What follows belongs to an exercise in optimizing a design on an open flow for small area, a short achievable clock period and few clock cycles per item; a production flow would make more cautious choices. The RTL was checked by simulation tests, not by an equivalence proof against the original design. No activity file was given, so power comes from the tool's default toggle rates.

== 06-28 ==
// nora_bram_loader
module nora_bram_loader #(
    parameter int ADDR_BITS = 9,
    parameter     INIT_FILE = "",
    parameter bit WP_RESET  = 1'b0
) (
    input  logic                 clk,
    input  logic                 reset,
    input  logic [ADDR_BITS-1:0] slv_addr_i,
    input  logic [7:0]           slv_datawr_i,
    input  logic                 slv_datawr_valid,
    output logic [7:0]           slv_datard_o,
    input  logic                 slv_req_i,
    input  logic                 slv_rwn_i,
    input  logic                 wp_set_i,
    output logic                 wp_o,
    input  logic                 ld_start_i,
    input  logic [ADDR_BITS-1:0] ld_addr_i,
    input  logic [ADDR_BITS:0]   ld_len_i,
    input  logic [7:0]           ld_data_i,
    input  logic                 ld_valid_i,
    output logic                 ld_ready_o,
    output logic                 ld_busy_o,
    output logic                 ld_done_o
);
==> module nora_bram_loader, before the edit <==
module nora_bram_loader #(
    parameter int ADDR_BITS = 9,
    parameter     INIT_FILE = "",
    parameter bit WP_RESET  = 1'b0
) (
    input  logic                 clk,
    input  logic                 reset,
    input  logic [ADDR_BITS-1:0] slv_addr_i,
    input  logic [7:0]           slv_datawr_i,
    input  logic                 slv_datawr_valid,
    output logic [7:0]           slv_datard_o,
    input  logic                 slv_req_i,
    input  logic                 slv_rwn_i,
    input  logic                 wp_set_i,
    output logic                 wp_o,
    input  logic                 ld_start_i,
    input  logic [ADDR_BITS-1:0] ld_addr_i,
    input  logic [ADDR_BITS:0]   ld_len_i,
    input  logic [7:0]           ld_data_i,
    input  logic                 ld_valid_i,
    output logic                 ld_ready_o,
    output logic                 ld_busy_o,
    output logic                 ld_done_o
);
    localparam int AW   = ADDR_BITS;
    localparam int RW   = AW - 1;             
    localparam int ROWS = 1 << RW;            
    logic [AW-1:0] addr;
    logic [AW:0]   cnt;
    logic          beat;
    logic          slv_we;
    logic          start_ok;
    logic          h_v [2];
    logic [1:0]    hv_n;
    logic          danger;
    assign slv_we     = slv_req_i & ~slv_rwn_i & slv_datawr_valid & ~wp_o;
    assign ld_ready_o = ld_busy_o & ~(slv_req_i & danger);
    assign beat       = ld_valid_i & ld_ready_o & ~reset;
    assign start_ok   = ld_start_i & ~ld_busy_o & ~ld_done_o & ~wp_o;
    always_ff @(posedge clk) begin
        if (reset) begin
            wp_o <= WP_RESET;
        end else if (wp_set_i) begin
            wp_o <= 1'b1;
        end
    end
    always_ff @(posedge clk) begin
        if (reset) begin
            ld_busy_o <= 1'b0;
            ld_done_o <= 1'b0;
        end else begin
            ld_done_o <= 1'b0;
            if (start_ok) begin
                if (ld_len_i == '0) ld_done_o <= 1'b1;
                else                ld_busy_o <= 1'b1;
            end else if (beat && cnt == (AW + 1)'(1)) begin
                ld_busy_o <= 1'b0;
                ld_done_o <= 1'b1;
            end
        end
    end
    always_ff @(posedge clk) begin
        if (start_ok) begin
            addr <= ld_addr_i;
            cnt  <= ld_len_i;
        end else if (beat) begin
            addr <= addr + AW'(1);
            cnt  <= cnt - (AW + 1)'(1);
        end
    end
    logic          p_v [2];
    logic [RW-1:0] p_a [2];
    logic [7:0]    p_d [2];
    logic [7:0]    p_r2 [2];
    logic [7:0]    p_r1 [2];
    logic [3:0]    p_r0 [2];
    logic [RW-1:0] h_a [2];
    logic [7:0]    h_d [2];
    for (genvar b = 0; b < 2; b++) begin : g_bank
        logic sb, nb, hb, hk, nk;
        assign sb = slv_we & (slv_addr_i[0] == 1'(b));
        assign nb = beat & (addr[0] == 1'(b));
        assign hb = h_v[b];
        assign hk = hb & ~(sb & (slv_addr_i[AW-1:1] == h_a[b]));
        assign nk = nb & ~(sb & (slv_addr_i == addr));
        logic [RW-1:0] pa_n;
        logic          pv_n;
        assign pv_n = sb | hb | nb;
        assign pa_n = sb ? slv_addr_i[AW-1:1] : (hb ? h_a[b] : addr[AW-1:1]);
        assign hv_n[b] = sb ? (hk | nk) : (hb & nb);
        always_ff @(posedge clk) begin
            p_v[b]  <= pv_n;
            p_a[b]  <= pa_n;
            p_r2[b] <= 8'b1 << pa_n[7:5];
            p_r1[b] <= 8'b1 << pa_n[4:2];
            p_r0[b] <= pv_n ? (4'b1 << pa_n[1:0]) : 4'b0;
            if (sb) begin
                p_d[b] <= slv_datawr_i;
            end else if (hb) begin
                p_d[b] <= h_d[b];
            end else begin
                p_d[b] <= ld_data_i;
            end
            h_v[b] <= hv_n[b];
            if (sb ? (~hk & nk) : (hb & nb)) begin
                h_a[b] <= addr[AW-1:1];
                h_d[b] <= ld_data_i;
            end
        end
    end
    always_ff @(posedge clk) begin
        danger <= (start_ok ? ld_addr_i[0] : (addr[0] ^ beat)) ? hv_n[1] : hv_n[0];
    end
    logic [ROWS-1:0][7:0] mem0;
    logic [ROWS-1:0][7:0] mem1;
    always_ff @(posedge clk) begin
        for (int r = 0; r < ROWS; r++) begin
            if (p_r2[0][r/32] && p_r1[0][(r/4)%8] && p_r0[0][r%4]) mem0[r] <= p_d[0];
            if (p_r2[1][r/32] && p_r1[1][(r/4)%8] && p_r0[1][r%4]) mem1[r] <= p_d[1];
        end
    end
    logic [RW-1:0] ra;
    logic          rb;
    logic [7:0]    mrd;
    logic [3:0]    fh;
    logic [7:0]    fd;
    assign rb = slv_addr_i[0];
    assign ra = slv_addr_i[AW-1:1];
    assign mrd = rb ? mem1[ra] : mem0[ra];
    assign fh[0] = p_v[0] & ~rb & (p_a[0] == ra);
    assign fh[1] = p_v[1] &  rb & (p_a[1] == ra);
    assign fh[2] = h_v[0] & ~rb & (h_a[0] == ra);
    assign fh[3] = h_v[1] &  rb & (h_a[1] == ra);
    assign fd = ({8{fh[0]}} & p_d[0]) | ({8{fh[1]}} & p_d[1]) |
                ({8{fh[2]}} & h_d[0]) | ({8{fh[3]}} & h_d[1]);
    logic       rd_hit;
    logic [7:0] rd_fwd;
    logic [7:0] rd_mem;
    always_ff @(posedge clk) begin
        rd_hit <= |fh;
        rd_fwd <= fd;
        rd_mem <= mrd;
    end
    assign slv_datard_o = rd_hit ? rd_fwd : rd_mem;
endmodule
clock: 7.5 ns
lec_check: 0
cap_margin: 20
core_margin: 2
core_utilization: 50
setup_slack_margin: 4.3
slew_margin: 20
run.sh (not shown) runs the stock make flow with config.mk's settings and CLKGATE_MAP_FILE= SYNTH_SCRIPT=/design/flow/synth_recipe.tcl, a recipe that flattens the netlist after the stock synthesis.
Testbench counts of 06-28, summed over its fixed seeds: cycles 12,647, beats 11,470.
diff inputs: 06-28 => 01-23
--- a/flow/design.v
+++ b/flow/design.v
@@ -127,5 +127,19 @@
     assign rb = slv_addr_i[0];
     assign ra = slv_addr_i[AW-1:1];
-    assign mrd = rb ? mem1[ra] : mem0[ra];
+    logic [15:0]         rsel;
+    logic [15:0][7:0]    grp0;
+    logic [15:0][7:0]    grp1;
+    assign rsel = 16'b1 << ra[3:0];
+    always_comb begin
+        for (int g = 0; g < 16; g++) begin
+            grp0[g] = '0;
+            grp1[g] = '0;
+            for (int k = 0; k < 16; k++) begin
+                grp0[g] = grp0[g] | (mem0[g*16+k] & {8{rsel[k]}});
+                grp1[g] = grp1[g] | (mem1[g*16+k] & {8{rsel[k]}});
+            end
+        end
+    end
+    assign mrd = rb ? grp1[ra[7:4]] : grp0[ra[7:4]];
     assign fh[0] = p_v[0] & ~rb & (p_a[0] == ra);
     assign fh[1] = p_v[1] &  rb & (p_a[1] == ra);
| 01-23 | all stages done | FAIL | antenna violations |. Compared with 06-28, in 01-23 maximum frequency shrank by 12%; die span in y shrank by 2.5%; compound-cell area share of the yosys netlist grew by 7.6 points; portion of total power attributed to the clock network shrank by 0.3 points. Between 06-28 and 01-23, the flow reports width of the die decreasing by a few percent. Arithmetic-cell share of the synthesized area counting full adders, half adders and majority gates: 01-23 vs 06-28 — no meaningful difference. Compared with 06-28, in 01-23 core utilization shows an increase of 1.4 points, worst-case setup slack after placement shows an increase of 0.038 ns, data required time of the worst path shows an increase of 0.02 ns. Against 06-28, 01-23 comes in 100000 um higher on detailed-placement wirelength estimate. In the flow results for 06-28 and 01-23, the synthesis-to-layout area growth is larger on 01-23. Status: power parity (06-28, 01-23). Diff 06-28 -> 01-23: register-to-register slack decreased 0.13 ns; die footprint moved down.
Testbench counts of 01-23, summed over its fixed seeds: cycles 12,647, beats 11,470.

## what the ideal ports hide
In the flow no input, the clock included, has a driving cell. The finished layouts below were timed again as built, in two steps.
Step 1: set_driving_cell puts a clkbuf_16 on clk and a buf_2 on each other input, an assumption about the parent block.
Step 2 moves the port delays by t, midway between the first and last clock arrival at a register: inputs arrive t later, outputs are due t later. That takes back most of the time a late clock gives input paths.
a / b / c = no drivers / after step 1 / after step 2; a / b = the first two.
run | t (ns) | setup WS [ns] | pins driven straight from the clock port
06-28 | 1.085 | 3.813 / 3.696 / 2.611 | 1
01-23 | 1.083 | 3.312 / 3.069 / 1.985 | 1
For 01-23, which loses most, drivers alone change the setup slack by -0.243 ns; drivers and shift together by -1.327 ns.
